Context: an optimization exercise on an open-source flow, tuned for small area, a short achievable clock period and few clock cycles. The choices shown serve that exercise and are no tape-out recipe.
Only simulation tests tie the RTL to the original design; equivalence was not proved.
Power is estimated from default activity; no workload was simulated.

===== design/flow/design.v =====
package arcd_pkg;
   localparam int NUM_ALERTS = 32;
   localparam int TIME_BITS  = 48;
   localparam int ADDR_W     = $clog2(NUM_ALERTS);
   localparam int IDX_W      = 5;
   localparam int DELAY_W    = 32;
   localparam int CSR_IDX_W  = 2;
   typedef enum logic [2:0] {
      OP_RAISE      = 3'd0,
      OP_RAISE_NOW  = 3'd1,
      OP_CANCEL     = 3'd2,
      OP_CANCEL_NOW = 3'd3,
      OP_TICK       = 3'd4
   } op_type;
   typedef enum logic [2:0] {
      ST_ABSENT   = 3'd0,
      ST_RISING   = 3'd1,
      ST_MAYRISE  = 3'd2,
      ST_RAISED   = 3'd3,
      ST_DROPPING = 3'd4
   } status_type;
   typedef enum logic [1:0] {
      NOTE_NONE     = 2'd0,
      NOTE_RAISED   = 2'd1,
      NOTE_CANCELED = 2'd2
   } notice_type;
   typedef enum logic [CSR_IDX_W-1:0] {
      CSR_RISE_DELAY    = 2'd0,
      CSR_MAYRISE_DELAY = 2'd1,
      CSR_DROP_DELAY    = 2'd2
   } csr_type;
   typedef enum logic [1:0] {
      FSM_IDLE,
      FSM_EXEC,
      FSM_SWEEP,
      FSM_FLUSH
   } fsm_type;
   typedef struct packed {
      logic [2:0]           operation;
      logic [IDX_W-1:0]     alert_index;
      logic [TIME_BITS-1:0] now_ms;
   } req_type;
   typedef struct packed {
      logic [IDX_W-1:0] entry_index;
      logic [2:0]       old_state;
      logic [2:0]       new_state;
      logic             changed;
      logic [1:0]       notice;
      logic             last;
   } rsp_type;
   typedef struct packed {
      logic [DELAY_W-1:0] rise_delay;
      logic [DELAY_W-1:0] mayrise_delay;
      logic [DELAY_W-1:0] drop_delay;
   } cfg_type;
   typedef struct packed {
      status_type           status;
      logic [TIME_BITS-1:0] rise_time;
      logic [TIME_BITS-1:0] visible_time;
      logic [TIME_BITS-1:0] cancel_time;
   } entry_type;
   typedef struct packed {
      logic       changed;
      status_type old_state;
      status_type new_state;
      notice_type notice;
   } upd_type;
endpackage
module arcd_ram #(
   parameter int WIDTH = 8,
   parameter int DEPTH = 32
) (
   input  logic                     clock,
   input  logic                     wr_en,
   input  logic [$clog2(DEPTH)-1:0] wr_addr,
   input  logic [WIDTH-1:0]         wr_data,
   input  logic                     rd_en,
   input  logic [$clog2(DEPTH)-1:0] rd_addr,
   output logic [WIDTH-1:0]         rd_data
);
   logic [WIDTH-1:0] mem_ff [DEPTH];
   logic [WIDTH-1:0] rd_data_ff;
   always_ff @(posedge clock) begin
      if (wr_en) begin
         mem_ff[wr_addr] <= wr_data;
      end
      if (rd_en) begin
         rd_data_ff <= mem_ff[rd_addr];
      end
   end
   assign rd_data = rd_data_ff;
endmodule
import arcd_pkg::*;
module arcd_eval (
   input  logic [2:0]           op,
   input  arcd_pkg::entry_type            entry_q,
   input  logic [arcd_pkg::TIME_BITS-1:0] now,
   input  arcd_pkg::cfg_type              cfg,
   output arcd_pkg::entry_type            entry_d,
   output arcd_pkg::upd_type              upd
);
   logic [TIME_BITS-1:0] add_base;
   logic [DELAY_W-1:0]   add_delay;
   logic [TIME_BITS:0]   add_sum;
   logic [TIME_BITS-1:0] add_sat;
   logic                 vis_due;
   logic                 cancel_due;
   arcd_pkg::status_type           olds;
   arcd_pkg::notice_type           note_v;
   assign olds = entry_q.status;
   always_comb begin
      if (op == OP_RAISE) begin
         add_base  = (olds == ST_ABSENT) ? now : entry_q.rise_time;
         add_delay = cfg.rise_delay;
      end else begin
         add_base  = now;
         add_delay = (olds == ST_RISING) ? cfg.mayrise_delay : cfg.drop_delay;
      end
   end
   assign add_sum    = {1'b0, add_base} + (TIME_BITS+1)'(add_delay);
   assign add_sat    = add_sum[TIME_BITS] ? '1 : add_sum[TIME_BITS-1:0];
   assign vis_due    = (entry_q.visible_time <= now);
   assign cancel_due = (entry_q.cancel_time <= now);
   always_comb begin
      entry_d = entry_q;
      note_v    = NOTE_NONE;
      unique case (op)
         OP_RAISE: begin
            if (olds == ST_MAYRISE && vis_due) begin
               entry_d.status       = ST_RAISED;
               entry_d.visible_time = '0;
               note_v                 = NOTE_RAISED;
            end else if (olds == ST_MAYRISE || olds == ST_ABSENT) begin
               if (olds == ST_ABSENT) begin
                  entry_d.rise_time = now;
               end
               entry_d.visible_time = add_sat;
               entry_d.status       = ST_RISING;
            end else if (olds == ST_DROPPING) begin
               entry_d.status      = ST_RAISED;
               entry_d.cancel_time = '0;
            end
         end
         OP_RAISE_NOW: begin
            if (olds == ST_ABSENT || olds == ST_RISING || olds == ST_MAYRISE) begin
               if (olds == ST_ABSENT) begin
                  entry_d.rise_time = now;
               end
               entry_d.status       = ST_RAISED;
               entry_d.visible_time = '0;
               note_v                 = NOTE_RAISED;
            end else if (olds == ST_DROPPING) begin
               entry_d.status      = ST_RAISED;
               entry_d.cancel_time = '0;
            end
         end
         OP_CANCEL: begin
            if (olds == ST_RISING) begin
               entry_d.status      = ST_MAYRISE;
               entry_d.cancel_time = add_sat;
            end else if (olds == ST_RAISED) begin
               entry_d.status      = ST_DROPPING;
               entry_d.cancel_time = add_sat;
            end
         end
         OP_CANCEL_NOW: begin
            if (olds == ST_RISING || olds == ST_MAYRISE) begin
               entry_d.status = ST_ABSENT;
            end else if (olds == ST_RAISED || olds == ST_DROPPING) begin
               entry_d.status = ST_ABSENT;
               note_v           = NOTE_CANCELED;
            end
         end
         OP_TICK: begin
            if (olds == ST_RISING || olds == ST_MAYRISE) begin
               if (vis_due) begin
                  entry_d.status       = ST_RAISED;
                  entry_d.visible_time = '0;
                  note_v                 = NOTE_RAISED;
               end else if (olds == ST_MAYRISE && cancel_due) begin
                  entry_d.status = ST_ABSENT;
               end
            end else if (olds == ST_DROPPING && cancel_due) begin
               entry_d.status = ST_ABSENT;
               note_v           = NOTE_CANCELED;
            end
         end
         default: begin
            entry_d = entry_q;
         end
      endcase
   end
   assign upd.changed   = (entry_d.status != olds);
   assign upd.old_state = olds;
   assign upd.new_state = entry_d.status;
   assign upd.notice    = note_v;
endmodule
import arcd_pkg::*;
module alert_raise_cancel_debounce (
   input  logic                 clock,
   input  logic                 reset,
   input  logic                 start,
   output logic                 busy,
   input  arcd_pkg::req_type              req_data,
   output logic                 rsp_strobe,
   output arcd_pkg::rsp_type              rsp_data,
   input  logic                 csr_we,
   input  logic [arcd_pkg::CSR_IDX_W-1:0] csr_index,
   input  logic [arcd_pkg::DELAY_W-1:0]   csr_wdata
);
   arcd_pkg::fsm_type               state_ff, state_in;
   logic [NUM_ALERTS-1:0] valid_ff, valid_in;
   arcd_pkg::cfg_type               cfg_ff, cfg_in;
   logic                  rsp_valid_ff, rsp_valid_in;
   logic                  pend_valid_ff, pend_valid_in;
   logic                  rd_valid_ff, rd_valid_in;
   logic [2:0]            op_ff, op_in;
   logic [IDX_W-1:0]      idx_ff, idx_in;
   logic [TIME_BITS-1:0]  now_ff, now_in;
   logic [ADDR_W-1:0]     eval_idx_ff, eval_idx_in;
   arcd_pkg::rsp_type               rsp_data_ff, rsp_data_in;
   arcd_pkg::rsp_type               pend_ff, pend_in;
   logic                  rd_en, wr_en;
   logic [ADDR_W-1:0]     rd_addr, wr_addr;
   arcd_pkg::entry_type             rd_entry, entry_q, entry_d;
   arcd_pkg::upd_type               upd;
   logic                  accept;
   logic                  is_tick;
   logic                  is_request;
   logic                  idx_ok;
   logic                  sweep_end;
   arcd_pkg::rsp_type               upd_rsp;
   assign accept     = start && !busy;
   assign is_tick    = (req_data.operation == OP_TICK);
   assign is_request = (req_data.operation == OP_RAISE)
                    || (req_data.operation == OP_RAISE_NOW)
                    || (req_data.operation == OP_CANCEL)
                    || (req_data.operation == OP_CANCEL_NOW);
   assign idx_ok     = (int'(idx_ff) < NUM_ALERTS);
   assign sweep_end  = (eval_idx_ff == ADDR_W'(NUM_ALERTS - 1));
   arcd_ram #(
      .WIDTH (3 + 3 * TIME_BITS),
      .DEPTH (NUM_ALERTS)
   ) u_entry_ram (
      .clock   (clock),
      .wr_en   (wr_en),
      .wr_addr (wr_addr),
      .wr_data (entry_d),
      .rd_en   (rd_en),
      .rd_addr (rd_addr),
      .rd_data (rd_entry)
   );
   always_comb begin
      entry_q = rd_entry;
      if (!rd_valid_ff) begin
         entry_q.status = ST_ABSENT;
      end
   end
   arcd_eval u_eval (
      .op      (op_ff),
      .entry_q (entry_q),
      .now     (now_ff),
      .cfg     (cfg_ff),
      .entry_d (entry_d),
      .upd     (upd)
   );
   always_comb begin
      upd_rsp.entry_index = (state_ff == FSM_SWEEP) ? IDX_W'(eval_idx_ff) : idx_ff;
      upd_rsp.old_state   = upd.old_state;
      upd_rsp.new_state   = upd.new_state;
      upd_rsp.changed     = upd.changed;
      upd_rsp.notice      = upd.notice;
      upd_rsp.last        = 1'b0;
   end
   always_comb begin
      state_in = state_ff;
      unique case (state_ff)
         FSM_IDLE: begin
            if (accept && is_tick) begin
               state_in = FSM_SWEEP;
            end else if (accept && is_request) begin
               state_in = FSM_EXEC;
            end
         end
         FSM_EXEC: begin
            state_in = FSM_IDLE;
         end
         FSM_SWEEP: begin
            if (sweep_end) begin
               state_in = FSM_FLUSH;
            end
         end
         FSM_FLUSH: begin
            state_in = FSM_IDLE;
         end
      endcase
   end
   always_comb begin
      rd_en         = 1'b0;
      rd_addr       = eval_idx_ff + 1'b1;
      wr_en         = 1'b0;
      wr_addr       = eval_idx_ff;
      rsp_valid_in  = 1'b0;
      rsp_data_in   = rsp_data_ff;
      pend_valid_in = pend_valid_ff;
      pend_in       = pend_ff;
      eval_idx_in   = eval_idx_ff;
      op_in         = op_ff;
      idx_in        = idx_ff;
      now_in        = now_ff;
      unique case (state_ff)
         FSM_IDLE: begin
            if (accept) begin
               op_in  = req_data.operation;
               idx_in = req_data.alert_index;
               now_in = req_data.now_ms;
               if (is_tick) begin
                  rd_en         = 1'b1;
                  rd_addr       = '0;
                  eval_idx_in   = '0;
                  pend_valid_in = 1'b0;
               end else if (is_request) begin
                  rd_en   = 1'b1;
                  rd_addr = req_data.alert_index[ADDR_W-1:0];
               end
            end
         end
         FSM_EXEC: begin
            wr_en        = idx_ok;
            wr_addr      = idx_ff[ADDR_W-1:0];
            rsp_valid_in = 1'b1;
            if (idx_ok) begin
               rsp_data_in = upd_rsp;
            end else begin
               rsp_data_in.entry_index = idx_ff;
               rsp_data_in.old_state   = ST_ABSENT;
               rsp_data_in.new_state   = ST_ABSENT;
               rsp_data_in.changed     = 1'b0;
               rsp_data_in.notice      = NOTE_NONE;
            end
            rsp_data_in.last = 1'b1;
         end
         FSM_SWEEP: begin
            wr_en = 1'b1;
            if (upd.changed) begin
               if (pend_valid_ff) begin
                  rsp_valid_in = 1'b1;
                  rsp_data_in  = pend_ff;
               end
               pend_in       = upd_rsp;
               pend_valid_in = 1'b1;
            end
            if (!sweep_end) begin
               rd_en       = 1'b1;
               eval_idx_in = eval_idx_ff + 1'b1;
            end
         end
         FSM_FLUSH: begin
            if (pend_valid_ff) begin
               rsp_valid_in     = 1'b1;
               rsp_data_in      = pend_ff;
               rsp_data_in.last = 1'b1;
            end
            pend_valid_in = 1'b0;
         end
      endcase
   end
   always_comb begin
      valid_in = valid_ff;
      if (wr_en) begin
         valid_in[wr_addr] = 1'b1;
      end
   end
   assign rd_valid_in = rd_en ? valid_ff[rd_addr] : rd_valid_ff;
   always_comb begin
      cfg_in = cfg_ff;
      if (csr_we) begin
         unique case (csr_index)
            CSR_RISE_DELAY:    cfg_in.rise_delay    = csr_wdata;
            CSR_MAYRISE_DELAY: cfg_in.mayrise_delay = csr_wdata;
            CSR_DROP_DELAY:    cfg_in.drop_delay    = csr_wdata;
            default:           cfg_in = cfg_ff;
         endcase
      end
   end
   always_ff @(posedge clock) begin
      if (reset) begin
         state_ff      <= FSM_IDLE;
         valid_ff      <= '0;
         cfg_ff        <= '0;
         rsp_valid_ff  <= 1'b0;
         pend_valid_ff <= 1'b0;
         rd_valid_ff   <= 1'b0;
      end else begin
         state_ff      <= state_in;
         valid_ff      <= valid_in;
         cfg_ff        <= cfg_in;
         rsp_valid_ff  <= rsp_valid_in;
         pend_valid_ff <= pend_valid_in;
         rd_valid_ff   <= rd_valid_in;
      end
   end
   always_ff @(posedge clock) begin
      op_ff       <= op_in;
      idx_ff      <= idx_in;
      now_ff      <= now_in;
      eval_idx_ff <= eval_idx_in;
      rsp_data_ff <= rsp_data_in;
      pend_ff     <= pend_in;
   end
   assign busy       = (state_ff != FSM_IDLE);
   assign rsp_strobe = rsp_valid_ff;
   assign rsp_data   = rsp_data_ff;
endmodule

===== design/flow/run.sh =====
#!/bin/bash
# synth_recipe.tcl (not shown) runs the flow's synth.tcl, then flattens the netlist and writes it again
# the make line also repeats each setting of config.mk as NAME=value (left out here)
make -C /OpenROAD-flow-scripts/flow DESIGN_CONFIG=/design/flow/config.mk WORK_HOME=/design/flow/orfs CLKGATE_MAP_FILE= SYNTH_SCRIPT=/design/flow/synth_recipe.tcl finish

===== design/flow/config.mk =====
export PLATFORM = sky130hd
export DESIGN_NAME = alert_raise_cancel_debounce
export DESIGN_NICKNAME = alert_raise_cancel_debounce
export VERILOG_FILES = /design/flow/design.v
export SDC_FILE = /design/flow/constraint.sdc
export NUM_CORES = 4
export LEC_CHECK = 0
export CAP_MARGIN = 20
export CORE_MARGIN = 2
export CORE_UTILIZATION = 40
export SLEW_MARGIN = 20
export SYNTH_MEMORY_MAX_BITS = 8192

===== design/flow/constraint.sdc =====
create_clock -name core_clock -period 8.0 [get_ports {clock}]
set_input_delay 1.6000 -clock core_clock [delete_from_list [all_inputs] [get_ports {clock}]]
set_output_delay 1.6000 -clock core_clock [all_outputs]
set_load 0.01 [all_outputs]

==> flow_summary_export.csv <==
group,metric,value,unit
run_status,status,"finished clean",
sta,rsz0062_at_grt,"no",
flow_run,cap_violations,0,
global_route,grt_max_degree,184,
route,post_drt_wl_per_cell,28.7,µm
sta,finalMaxSlewViolations,0,
yosys,synth_cell_types,74,
setup_path,end_kind,"flop",
placement,place_area,219000,µm²
route,viasPerCell,6.00,
yosys,yosys-top-cells-count,"edfxtp_1, nand2_1, nor3_1, nand3_1, clkbuf_1",
power,p_total,0.101,W
yosys,avgSynthCellArea,12.6,µm²
route,ant_nets,0,
route,dr.first_iter.drc_count,20351,
yosys,yosysTopAreaCell,"edfxtp_1",
yosys,yosysTopAreaCellShare,0.714,
setup_path,crit_path_start_kind,"flop",
clock_tree,cts_tree,"built",
power,peakVddDrop,0.400,mV
floorplanning,ioPinCount,111,
route,drt_wl_total,679,mm
yosys,synthTopCellsByArea,"edfxtp_1, nand2_1, nor3_1",
sta,setup_viol,0,
yosys,syn_nets,16757,
clock_tree,path_clk_slew,0.06,ns
clock_tree,root_buffer,"clkbuf_16",
setup_path,worstPathRequired,8.72,ns
placement,place_ws,0.992,ns
sta,period_share,0.874,
setup_path,r2r-end,"u_entry_ram.mem_ff[4][82]$_DFFE_PP_",
setup_path,path_class,"flop to flop",
power,p_leak,77.2,nW
route,drc,0,
floorplanning,core_area,517000,µm²
placement,post-dp-hpwl,344,mm
yosys,netlist_instances,16522,
setup_path,crit_path_frequent_cell,"buf_4",
yosys,ys_seq_elements,5073,
power,pwr-share-clk,0.234,
final_layout,drive_gt1_frac,0.0781,
global_route,grt_pass1_wl,961,mm
power,pwr-share-comb,0.392,
power,power.switching,0.0404,W
sta,timing.fmax,143,MHz
power,p_seq_frac,0.374,
setup_path,cp_num_buf_inv,2,
final_layout,syn2layout_area_growth,13.3,%
clock_tree,cts_inserted_buffers,530,
setup_path,r2r_start,"rd_valid_ff$_SDFFE_PP0P_",
sta,setup_slack,1.01,ns
power,switching_share,0.401,
floorplanning,die_y,725,µm
power,powerDensity,427,nW/µm²
worst_hold_path,hold_class,"flop to flop",
sta,period_needed,6.99,ns
route,num_vias,142172,
clock_tree,clkSinkCount,5073,
setup_path,path_max_fanout,32,
setup_path,slowest_delay,0.85,ns
floorplanning,initial_core_util,0.402,
floorplanning,core.rowCount,264,
clock_tree,cts_resized,0,
yosys,ys_async_sr_fraction,0,
clock_tree,cts_hold_buf,0,
setup_path,worstSetupEndpoint,"u_entry_ram.mem_ff[4][82]$_DFFE_PP_",
yosys,synth_edf_count,4940,
clock_tree,postCtsSetupBuffers,0,
setup_path,cp_cell_sequence,"nand2_1 > nor3_2 > buf_4 > buf_4 > mux2i_1 > o21ai_0 > ha_1 > and2_1 > a2111oi_0 > or3_1 > o211ai_2 > a211oi_2 > nor4_1 > xnor2_1 > nor2_1 > o21ai_4",
sta,final_hold_viol_count,0,
yosys,ys_warn_count,3,
global_route,grt_antenna_before_repair,26,
setup_path,worst-path-stages,16,
floorplanning,die_x,725,µm
setup_path,ff2ff_setup_slack,1.01,ns
yosys,seq_area_frac_synth,0.727,
final_layout,fill_cells,45833,
global_route,grt_use_total,0.248,
clock_tree,ctsLongestPathBuffers,4,
sta,clock_skew,0.0879,ns
sta,holdWs,0.455,ns
final_layout,regArea,151000,µm²
sta,tightest_slew,1.24,ns
yosys,synthesis.area,208000,µm²
placement,gp_congestion,0.885,
yosys,yosysMostFrequentCell,"edfxtp_1",
setup_path,rr_worst_depth,16,
yosys,ys.flop_type,"edfxtp_1",
global_route,overflow,0,
final_layout,multi_input_area,53000,µm²
route,dr.pass1.iters,8,
clock_tree,cts_max_level,6,
floorplanning,dieArea,525000,µm²
setup_path,crit_family,"compound AO/OA/AOI/OAI gates",
sta,max_slew_margin,0.172,
setup_path,crit_slowest_cell,"a211oi_2",
final_layout,fin_nets,16572,
power,p_int,0.0603,W
clock_tree,clkLatencyLatePin,1.08,ns
placement,port_buffers,110,
sta,setup_tns,0,ns
global_route,grt_pass1_vias,131287,
setup_path,worstPathArrival,7.72,ns
setup_path,startpoint,"rd_valid_ff$_SDFFE_PP0P_",
final_layout,final_area,236000,µm²
==> kinds of logic after synthesis <==
family,after synthesis,share of synthesized area
AO/OA/AOI/OAI,2241,0.0705
XOR/XNOR,43,0.00181
adder cells (fa/ha/maj),141,0.00853
buffers and inverters,1329,0.0247
flip-flops,5073,0.727
multiplexers,53,0.00268
AND/OR/NAND/NOR,7642,0.165
==> power groups by stage <==
stage | clock (W) | sequential [W] | combinational, W
6_report | 0.0236 | 0.0376 | 0.0394
5_1_grt | 0.0248 | 0.0377 | 0.0427
4_1_cts | 0.0238 | 0.0376 | 0.0387
3_5_place_dp | 0 | 0.0382 | 0.0386
3_3_place_gp | 0 | 0.0382 | 0.0381
2_1_floorplan | 0 | 0.0377 | 0.0244
==> per-stage QoR <==
stage,util,cells
final,0.455,23677
after global placement,0.422,22709
after detailed placement,0.423,22715
after global routing,0.455,23659
after CTS,0.454,23643
after floorplan,-,16522
==> how the worst min path moves through the flow <==
stage / startpoint / endpoint / cells after the start
floorplan: valid_ff[17]$_SDFFE_PP0P_ / valid_ff[17]$_SDFFE_PP0P_ / 2
global placement: valid_ff[17]$_SDFFE_PP0P_ / valid_ff[17]$_SDFFE_PP0P_ / 2
detailed placement: cfg_ff[29]$_SDFFE_PP0P_ / cfg_ff[29]$_SDFFE_PP0P_ / 2
CTS: cfg_ff[95]$_SDFFE_PP0P_ / cfg_ff[95]$_SDFFE_PP0P_ / 2
global route: cfg_ff[50]$_SDFFE_PP0P_ / cfg_ff[50]$_SDFFE_PP0P_ / 2
finish: cfg_ff[27]$_SDFFE_PP0P_ / cfg_ff[27]$_SDFFE_PP0P_ / 2
==> cells in the final DEF, fill, tap and decap left out, types with 109 or more instances in the layout <==
cell type | synthesis | final
clkbuf_1 | 1091 | 135
nand3_1 | 1494 | 1494
buf_4 | 3 | 272
nor2_1 | 758 | 724
nand2_1 | 3157 | 3154
o21ai_0 | 483 | 408
a21oi_1 | 507 | 504
a211oi_1 | 169 | 168
buf_12 | 0 | 150
or3_1 | 603 | 603
nor3_1 | 1506 | 1505
edfxtp_1 | 4940 | 4940
clkbuf_16 | 0 | 547
dfxtp_1 | 133 | 133
ha_1 | 140 | 138
a311oi_1 | 298 | 298
clkdlybuf4s50_1 | 0 | 109
o211ai_1 | 595 | 595
==> tightest hold or removal path: cells and delay by family, from the launching register on <==
kind | cells | cell delay [ns]
flops | 1 | 0.31
compound gates | 1 | 0.05
simple gates | 1 | 0.05
==> layout make-up <==
class                           instances  area share
Antenna cell                           28    0.000297
Clock buffer                          693      0.0609
Clock inverter                        235     0.00804
Inverter                               73     0.00117
Multi-Input combinational cell      10120       0.225
Sequential cell                      5073       0.641
Tap cell                             6916      0.0367
Timing Repair Buffer                  539      0.0265
==> sequential cells by signal, indices dropped and copies added (netlist names), 2 cells and up <==
signal / flops
state_ff: 2
cfg_ff: 96
u_entry_ram.rd_data_ff: 147
eval_idx_ff: 5
pend_ff: 13
now_ff: 48
u_entry_ram.mem_ff: 4704
op_ff: 3
rsp_data_ff: 15
valid_ff: 32
idx_ff: 5
==> routing by layer <==
| metal | global-route usage | up-vias | share of wire |
|---|---|---|---|
| met5 | 0 | - | 0.000060 |
| met4 | 0.0973 | 6 | 0.041 |
| met3 | 0.0448 | 1227 | 0.11 |
| met2 | 0.376 | 8136 | 0.44 |
| met1 | 0.357 | 71433 | 0.41 |
| li1 | - | 61370 | - |
Testbench counts, summed over its fixed seeds: cycles 93,800.

==> separate check: timing with driven ports <==
The flow's constraints put no driver on any port. The routed layout listed below was extracted and timed again, unchanged, in two steps.
Step 1 assumes that a clkbuf_16 drives the clock port and a buf_2 every other input.
Step 2, shift: input delay + t, output delay - t, t = (earliest + latest rising clock arrival at the registers) / 2. This alone moves slack from input paths to output paths.
a / b / c = ideal ports / drivers / drivers and shift; a / b = the first two.
shift t [ns]: 1.161
setup slack, ns: 1.008 / 1.008 / 1.008
worst hold slack (ns): 0.455 / 0.455 / 0.455
After both steps this run still meets setup and hold. The setup slack of this run moves by 0.000 ns with the drivers and by 0.000 ns with both steps.
